Source: an optimization exercise on an open RTL-to-GDS flow (aim: small area). Production flows keep margins and buffers that such runs may drop. Where RTL was checked, it was by simulation tests only, not by an equivalence proof against the original. Power figures rest on the tool's default switching activity, not on a simulated workload.

== v35 ==
==> module muldiv_unit, before the edit <==
module muldiv_unit #(
    parameter int XLEN  = 64,
    parameter int CNT_W = 7
) (
    input  logic            clk,
    input  logic            reset,
    input  logic            start,
    input  logic [2:0]      funct3,
    input  logic [XLEN-1:0] op_a,
    input  logic [XLEN-1:0] op_b,
    input  logic            kill,
    output logic            busy,
    output logic            done,
    output logic [XLEN-1:0] result
);
    localparam int W    = 5;
    localparam int N    = 13;
    localparam int L    = W * N;        
    localparam int DG_W = 4;
    logic             run;              
    logic [CNT_W-1:0] ps;               
    logic [DG_W-1:0]  dg;               
    logic             isdiv, hsel;      
    logic [L-1:0]     qc, bc, pc;       
    logic [L-1:0]     qs, bs;           
    logic             rs;               
    logic             cy;               
    logic             pm, qm;           
    logic             mb;               
    logic             an, bn, bnz;      
    localparam logic [L-1:0] POL = {
        {W{1'b0}}, {W{1'b1}}, {W{1'b0}}, {W{1'b1}}, {W{1'b0}}, {W{1'b1}}, {W{1'b0}},
        {W{1'b1}}, {W{1'b0}}, {W{1'b1}}, {W{1'b0}}, {W{1'b1}}, {W{1'b0}}};
    assign qc = qs ^ POL;
    assign bc = bs ^ POL;
    logic accept, dfirst, dlast;
    assign accept = !run && start && !kill;
    assign dfirst = (dg == '0);
    assign dlast  = (dg == DG_W'(N-1));
    logic in_asig, in_bsig;
    assign in_asig = funct3[2] ? !funct3[0] : (funct3[1] ^ funct3[0]);
    assign in_bsig = funct3[2] ? !funct3[0] : (funct3[1:0] == 2'b01);
    logic step, pre, post0, post1, last_step;
    assign step      = !ps[6];
    assign pre       = ps[6] && ps[5];
    assign post0     = ps[6] && !ps[5] && !ps[1] && !ps[0];
    assign post1     = ps[6] && !ps[5] && !ps[1] && ps[0];
    assign last_step = step && (&ps[5:0]);
    assign busy   = run;
    assign done   = run && ps[6] && !ps[5] && ps[1];
    assign result = qc[XLEN-1:0];
    logic [W-1:0] pe, pn, be, qe, qn;
    assign pe = pc[W-1:0];
    assign pn = pc[2*W-1:W];
    assign be = bc[W-1:0];
    assign qe = qc[W-1:0];
    assign qn = qc[2*W-1:W];
    logic         m, inv, ysrcq, cin0, ix;
    logic [W-1:0] x, y, ysrc, s;
    logic         co, mcur, nq;
    assign mcur = dfirst ? qe[0] : mb;
    assign nq   = (an ^ bn) & bnz;
    always_comb begin
        m     = 1'b0;
        inv   = 1'b0;
        ysrcq = 1'b0;
        ix    = 1'b0;
        x     = '0;
        if (isdiv) begin
            if (pre) begin
                m = !ps[0]; ysrcq = 1'b1; inv = an;
            end else if (step) begin
                m   = 1'b1;
                inv = !rs ^ bn;
                x   = {pe[W-2:0], dfirst ? qc[XLEN-1] : pm};
            end else if (post0) begin
                m = rs; inv = bn;
                x = pe;
            end else if (hsel) begin
                ix = an;
                x  = pe ^ {W{an}};
            end else begin
                m = 1'b1; ysrcq = 1'b1; inv = nq;
            end
        end else if (step || post0) begin
            m   = mcur && step;
            inv = an && last_step;
            x   = {dlast ? (bn && pe[W-1]) : pn[0], pe[W-1:1]};
        end
        ysrc = ysrcq ? qe : be;
        y    = {W{m}} & (ysrc ^ {W{inv}});
        cin0 = (m && inv) || ix;
    end
    assign {co, s} = {1'b0, x} + {1'b0, y} + {{W{1'b0}}, (dfirst ? cin0 : cy)};
    logic [W-1:0] qin;
    always_comb begin
        if (isdiv ? ((pre && !ps[0]) || post1) : (post0 && hsel))
            qin = s;
        else if (isdiv && (step || post0))
            qin = {qe[W-2:0], dfirst ? !rs : qm};
        else if (!isdiv && step)
            qin = dlast ? {pc[W], pc[W], qe[W-2:1]} : {qn[0], qe[W-1:1]};
        else
            qin = qe;
    end
    logic nacc;
    assign nacc = !accept;
    logic [L-1:0] qld, bld, qsh, bsh;       
    assign qld = {qin[W-1:W-(L-XLEN)], op_a};
    assign bld = {in_bsig && op_b[XLEN-1], op_b};
    assign qsh = {qin, qc[L-1:W]};
    assign bsh = {be, bc[L-1:W]};
    logic [L-1:0] qs_nx, bs_nx;
    for (genvar i = 0; i < L; i++) begin : g_ld
        if (i >= L - W) begin : g_top
            assign qs_nx[i] = (i >= XLEN) ? qsh[i] : (accept ? qld[i] : qsh[i]);
            assign bs_nx[i] = accept ? bld[i] : bsh[i];
        end else if (POL[i]) begin : g_inv
            md_ld_inv u_q (.acc(accept), .nacc(nacc), .d(qld[i]), .q(qs[i+W]), .y(qs_nx[i]));
            md_ld_inv u_b (.acc(accept), .nacc(nacc), .d(bld[i]), .q(bs[i+W]), .y(bs_nx[i]));
        end else begin : g_true
            md_ld_true u_q (.acc(accept), .d(qld[i]), .qn(qs[i+W]), .y(qs_nx[i]));
            md_ld_true u_b (.acc(accept), .d(bld[i]), .qn(bs[i+W]), .y(bs_nx[i]));
        end
    end
    always_ff @(posedge clk or negedge reset) begin
        if (!reset)
            run <= 1'b0;
        else if (accept)
            run <= 1'b1;
        else if (kill || done)
            run <= 1'b0;
    end
    always_ff @(posedge clk) begin
        qs <= qs_nx;
        bs <= bs_nx;
        if (accept) begin
            isdiv <= funct3[2];
            hsel  <= funct3[2] ? funct3[1] : (funct3[1:0] != 2'b00);
            an    <= in_asig && op_a[XLEN-1];
            bn    <= in_bsig && op_b[XLEN-1];
            ps    <= CNT_W'(-2);
            dg    <= '0;
        end else begin
            ps <= ps + CNT_W'(dlast);
            dg <= dlast ? '0 : dg + 1'b1;
        end
        pc <= {s, pc[L-1:W]};
        cy <= co;
        pm <= pe[W-1];
        qm <= qe[W-1];
        if (dlast) rs <= s[W-1];
        if (dfirst)
            mb <= qe[0];
        if (pre)
            bnz <= (bnz && !dfirst) || (|be);
    end
endmodule
clock: 6.0 ns
lec_check: 0
cap_margin: 20
core_margin: 2
core_utilization: 40
slew_margin: 20
synth_hierarchical: 1
standard.sh (not shown) runs the stock make flow with config.mk's settings and CLKGATE_MAP_FILE= SYNTH_SCRIPT=/design/flow/synth_recipe.tcl, a recipe that flattens the netlist after the stock synthesis.
==> flow/flow/run.sh <==
#!/bin/bash
set -e
export BUFFER_PORTS_ARGS="-buffer_cell sky130_fd_sc_hd__buf_1"
export PRE_FLOORPLAN_TCL="$PWD/flow/downsize.tcl"
export CTS_ARGS="-sink_clustering_enable -repair_clock_nets -sink_clustering_size 10 -sink_clustering_max_diameter 40 -buf_list sky130_fd_sc_hd__clkbuf_4 -dont_use_dummy_load"
bash standard.sh > standard.log 2>&1
==> flow/flow/downsize.tcl <==
# Area recovery before floorplanning: every combinational cell that synthesis
# mapped to a drive strength above 1 is swapped for the same function at drive
# strength 1. Later timing repair sizes cells back up where timing needs it.
set n_swapped 0
foreach inst [[ord::get_db_block] getInsts] {
  set master [[$inst getMaster] getName]
  if { ![regexp {^(sky130_fd_sc_hd__[a-z0-9]+)_([0-9]+)$} $master -> base drive] } { continue }
  if { $drive <= 1 } { continue }
  if { [regexp {__(df|edf|sdf|dl|tap|fill|decap|conb|clk)} $master] } { continue }
  set target ${base}_1
  if { [llength [get_lib_cells -quiet */$target]] == 0 } { continue }
  replace_cell [$inst getName] $target
  incr n_swapped
}
puts "downsize: swapped $n_swapped cells to drive strength 1"
diff inputs: v35 => v4
--- a/flow/design.v
+++ b/flow/design.v
@@ -49,5 +49,5 @@
     assign busy   = run;
     assign done   = run && ps[6] && !ps[5] && ps[1];
-    assign result = qc[XLEN-1:0];
+    assign result = pc[XLEN-1:0];
     logic [W-1:0] pe, pn, be, qe, qn;
     assign pe = pc[W-1:0];
@@ -83,8 +83,12 @@
                 m = 1'b1; ysrcq = 1'b1; inv = nq;
             end
-        end else if (step || post0) begin
+        end else if (step || (post0 && hsel)) begin
             m   = mcur && step;
             inv = an && last_step;
             x   = {dlast ? (bn && pe[W-1]) : pn[0], pe[W-1:1]};
+        end else if (post0) begin
+            m = 1'b1; ysrcq = 1'b1;
+        end else if (post1) begin
+            x = pe;
         end
         ysrc = ysrcq ? qe : be;
@@ -95,5 +99,5 @@
     logic [W-1:0] qin;
     always_comb begin
-        if (isdiv ? ((pre && !ps[0]) || post1) : (post0 && hsel))
+        if (isdiv && pre && !ps[0])
             qin = s;
         else if (isdiv && (step || post0))
v4 ends up with a post-layout net count that is 1.1% lower than in v35.
The height of the chip on v4 is in line with that on v35.
Cmp v4 vs v35: synthesized cell count lower in v4
The lower number of global-route vias before repair came out of v35.
Diff v35 -> v4 | first-pass GRT wire length | up by a few percent
v4 against v35: sequential share of layout area -0.43 points; number of DRC markers in iteration 0 -53; final-layout clock buffer total +17%; switching part of the total +1.3 points; initial antenna violation count -1.
Proportion of power drawn by combinational gates in v4 is 1.2 points above v35.
No functional check of the RTL was part of any run of this note.

========
== JK ==
muldiv_unit, a different RTL version from the one above (not shown whole).
For scale: about 620 cells after synthesis, roughly 200 I/O pins.
==> module muldiv_unit, before the edit <==
module muldiv_unit #(
    parameter int XLEN  = 64,
    parameter int CNT_W = 7
) (
    input  logic            clk,
    input  logic            reset,
    input  logic            start,
    input  logic [2:0]      funct3,
    input  logic [XLEN-1:0] op_a,
    input  logic [XLEN-1:0] op_b,
    input  logic            kill,
    output logic            busy,
    output logic            done,
    output logic [XLEN-1:0] result
);
    localparam int W    = 5;
    localparam int N    = 13;
    localparam int L    = W * N;        
    localparam int DG_W = 4;
    logic             run;              
    logic [CNT_W-1:0] ps;               
    logic [DG_W-1:0]  dg;               
    logic             isdiv, hsel;      
    logic [L-1:0]     qc, bc, pc;       
    logic [L-1:0]     qs, bs;           
    logic             rs;               
    logic             cyn;              
    logic             pm, qm;           
    logic             mb;               
    logic             an, bn;           
    logic             q63;              
    localparam logic [L-1:0] POL = {
        {W{1'b0}}, {W{1'b1}}, {W{1'b0}}, {W{1'b1}}, {W{1'b0}}, {W{1'b1}}, {W{1'b0}},
        {W{1'b1}}, {W{1'b0}}, {W{1'b1}}, {W{1'b0}}, {W{1'b1}}, {W{1'b0}}};
    assign qc = qs ^ POL;
    assign bc = bs ^ POL;
    logic accept, dfirst, dlast;
    assign accept = !run && start && !kill;
    assign dfirst = (dg == '0);
    assign dlast  = dg[3] && dg[2];              
    logic in_asig, in_bsig;
    assign in_asig = funct3[2] ? !funct3[0] : (funct3[1] ^ funct3[0]);
    assign in_bsig = funct3[2] ? !funct3[0] : (funct3[1:0] == 2'b01);
    logic step, first, pre, post0, post1, last_step;
    assign step      = !ps[6];
    assign first     = (ps == '0);
    assign pre       = ps[6] && ps[5];
    assign post0     = ps[6] && !ps[1] && !ps[0];            
    assign post1     = ps[6] && !ps[1] && ps[0];             
    assign last_step = step && (&ps[5:0]);                   
    assign busy   = run;
    assign done   = run && ps[6] && (isdiv ? (ps[1] && !ps[0]) : ps[0]);
    assign result = pc[XLEN-1:0];
    logic [W-1:0] pe, be, qe;
    assign pe = pc[W-1:0];
    assign be = bc[W-1:0];
    assign qe = qc[W-1:0];
    logic mcur, nq;
    assign mcur = dfirst ? qe[0] : mb;
    assign nq   = (an ^ bn) & !q63;
    logic xd, xdg, xm, xp, gq, gb, yi, qss, qsd;
    always_comb begin
        if (isdiv) begin
            xd  = step;
            xm  = 1'b0;
            xp  = post0;
            gq  = pre || post1;
            gb  = step || (post0 && rs);
            if (pre)
                yi = an;                         
            else if (step)
                yi = (first || !rs) ^ bn;        
            else if (post0)
                yi = bn;                         
            else
                yi = hsel ? an : nq;             
            qss = pre || (post0 && hsel);        
            qsd = !qss;
        end else begin
            xd  = 1'b0;
            xm  = (step || hsel) && !first;      
            xp  = 1'b0;
            gq  = !step && !hsel;                
            gb  = step && mcur;
            yi  = an && last_step;               
            qss = 1'b0;
            qsd = 1'b0;
        end
    end
    assign xdg = xd && !first;                   
    logic lin, rin, qlin, q3m;
    assign lin  = dfirst ? qc[XLEN-1] : (pm && !first);      
    assign rin  = dlast ? (bn && pe[W-1]) : pc[W];           
    assign qlin = dfirst ? !rs : qm;                         
    assign q3m  = dlast ? pc[W] : qe[4];                     
    logic [W-1:0] xn, yn, sn, s, con, qinn;
    logic [W:0]   cn;
    logic [W-1:0] pl, pr, ql, qr, yao;
    assign pl = {pe[W-2:0], 1'b0};
    assign pr = {rin, pe[W-1:1]};
    assign ql = {qe[W-2:0], qlin};
    assign qr = {qc[W], q3m, qe[W-2:1]};
    assign cn[0] = dfirst ? !yi : cyn;
    for (genvar j = 0; j < W; j++) begin : g_bit
        logic xl;
        assign xl = (j == 0) ? lin : pl[j];
        md_aoi222 u_x (.a0(j == 0 ? xd : xdg), .b0(xl), .a1(xm), .b1(pr[j]),
                       .a2(xp), .b2(pe[j]), .y(xn[j]));
        md_aoi22  u_y (.a0(gq), .b0(qe[j]), .a1(gb), .b1(be[j]), .y(yao[j]));
        assign yn[j] = yao[j] ^ yi;
        md_fa     u_a (.a(xn[j]), .b(yn[j]), .c(cn[j]), .s(sn[j]), .co(cn[j+1]));
        assign s[j] = !sn[j];
        md_aoi222 u_q (.a0(qss), .b0(s[j]), .a1(qsd), .b1(ql[j]),
                       .a2(!isdiv), .b2(qr[j]), .y(qinn[j]));
    end
    logic idle;
    assign idle = !run;
    logic [L-1:0] bld, bsh, qs_nx, bs_nx;
    assign bld = {in_bsig && op_b[XLEN-1], op_b};
    assign bsh = {be, bc[L-1:W]};
    for (genvar i = 0; i < L; i++) begin : g_ld
        if (i >= XLEN) begin : g_q64
            assign qs_nx[i] = !qinn[i-(L-W)];
            assign bs_nx[i] = idle ? bld[i] : bsh[i];
        end else if (i >= L - W) begin : g_top
            md_ld_true u_q (.acc(idle), .d(op_a[i]), .qn(qinn[i-(L-W)]), .y(qs_nx[i]));
            assign bs_nx[i] = idle ? bld[i] : bsh[i];
        end else if (POL[i]) begin : g_inv
            md_ld_inv u_q (.acc(idle), .nacc(run), .d(op_a[i]), .q(qs[i+W]), .y(qs_nx[i]));
            md_ld_inv u_b (.acc(idle), .nacc(run), .d(bld[i]), .q(bs[i+W]), .y(bs_nx[i]));
        end else begin : g_true
            md_ld_true u_q (.acc(idle), .d(op_a[i]), .qn(qs[i+W]), .y(qs_nx[i]));
            md_ld_true u_b (.acc(idle), .d(bld[i]), .qn(bs[i+W]), .y(bs_nx[i]));
        end
    end
    always_ff @(posedge clk or negedge reset) begin
        if (!reset)
            run <= 1'b0;
        else if (accept)
            run <= 1'b1;
        else if (kill || done)
            run <= 1'b0;
    end
    always_ff @(posedge clk) begin
        qs <= qs_nx;
        bs <= bs_nx;
        pc <= {s, pc[L-1:W]};
        if (idle) begin
            isdiv <= funct3[2];
            hsel  <= funct3[2] ? funct3[1] : (funct3[1:0] != 2'b00);
            an    <= in_asig && op_a[XLEN-1];
            bn    <= in_bsig && op_b[XLEN-1];
            ps    <= {CNT_W{funct3[2]}};
            dg    <= '0;
        end else begin
            ps <= ps + CNT_W'(dlast);
            dg <= dlast ? '0 : dg + 1'b1;
        end
        cyn <= cn[W];
        pm  <= pe[W-1];
        qm  <= qe[W-1];
        if (dlast) rs <= s[W-1];
        if (dfirst) mb <= qe[0];
        if (post0 && dlast)
            q63 <= qe[W-3];                      
    end
endmodule
Settings: LEC_CHECK=0, CAP_MARGIN=20, CORE_MARGIN=2, CORE_UTILIZATION=40, SLEW_MARGIN=20, SYNTH_HIERARCHICAL=1; clock period 6.0 ns.
Scripts as last shown in full above: flow/flow/run.sh, flow/flow/downsize.tcl
### JK -> MS
diff --git a/flow/design.v b/flow/design.v
--- a/flow/design.v
+++ b/flow/design.v
@@ -38,5 +38,5 @@
     assign accept = !run && start && !kill;
     assign dfirst = (dg == '0);
-    assign dlast  = dg[3] && dg[2];              
+    assign dlast  = (dg == DG_W'(N-1));
     logic in_asig, in_bsig;
     assign in_asig = funct3[2] ? !funct3[0] : (funct3[1] ^ funct3[0]);
@@ -46,9 +46,9 @@
     assign first     = (ps == '0);
     assign pre       = ps[6] && ps[5];
-    assign post0     = ps[6] && !ps[1] && !ps[0];            
-    assign post1     = ps[6] && !ps[1] && ps[0];             
-    assign last_step = step && (&ps[5:0]);                   
+    assign post0     = ps[6] && !ps[5] && !ps[0];
+    assign post1     = ps[6] && !ps[5] && ps[0];
+    assign last_step = step && (&ps[5:0]);
     assign busy   = run;
-    assign done   = run && ps[6] && (isdiv ? (ps[1] && !ps[0]) : ps[0]);
+    assign done   = run && ps[6] && !ps[5] && (isdiv ? ps[1] : ps[0]);
     assign result = pc[XLEN-1:0];
     logic [W-1:0] pe, be, qe;
==> comparison <==
- The post-DP HPWL of MS was superior to that of JK.
- Comparing MS with JK, the total via count after detailed routing came out essentially unchanged.
- MS ends up with a width of the die that is 0.58 um lower than in JK.
- Count of plain and timing-repair buffers in the layout, MS and JK, lower one = MS.
- Power share of the clock group of MS is on par with JK.
- The met3 demand-to-capacity share in global routing reported for MS is greater than that of JK by 0.19 points.
- In terms of delay of the slowest cell on the worst path, JK and MS differ only marginally.
- Proportion of cell area occupied by registers on MS is up relative to JK.
- MS ends up with a maximum clock frequency that is 1.4 MHz higher than in JK.
No functional check of the RTL was part of JK.

## static timing again, ports no longer ideal
The flow's constraints put no driver on any port. The routed layouts listed below were extracted and timed again, unchanged, in two steps. Step 1: set_driving_cell puts a clkbuf_16 on clk and a buf_2 on each other input, an assumption about the parent block. Step 2 times the ports against the registers' clock, not the clock port: input delays grow and output delays shrink by t, the midpoint of the rising clock arrivals with the driver on. Three values: no drivers, after step 1, after step 2; two values: the first two.
run	shift t [ns]	slack for setup (ns)	latest minus earliest clock arrival (ns)	worst register clock-pin slew, ns
v35	0.660	1.751 / 1.751 / 1.751	0.054 / 0.054	0.11 / 0.11
v4	0.607	2.172 / 2.172 / 2.172	0.060 / 0.059	0.10 / 0.10
JK	0.656	1.334 / 1.334 / 1.334	0.070 / 0.070	0.11 / 0.11
MS	0.665	1.365 / 1.365 / 1.365	0.096 / 0.095	0.10 / 0.10
After both steps setup and hold are still met in every run listed.
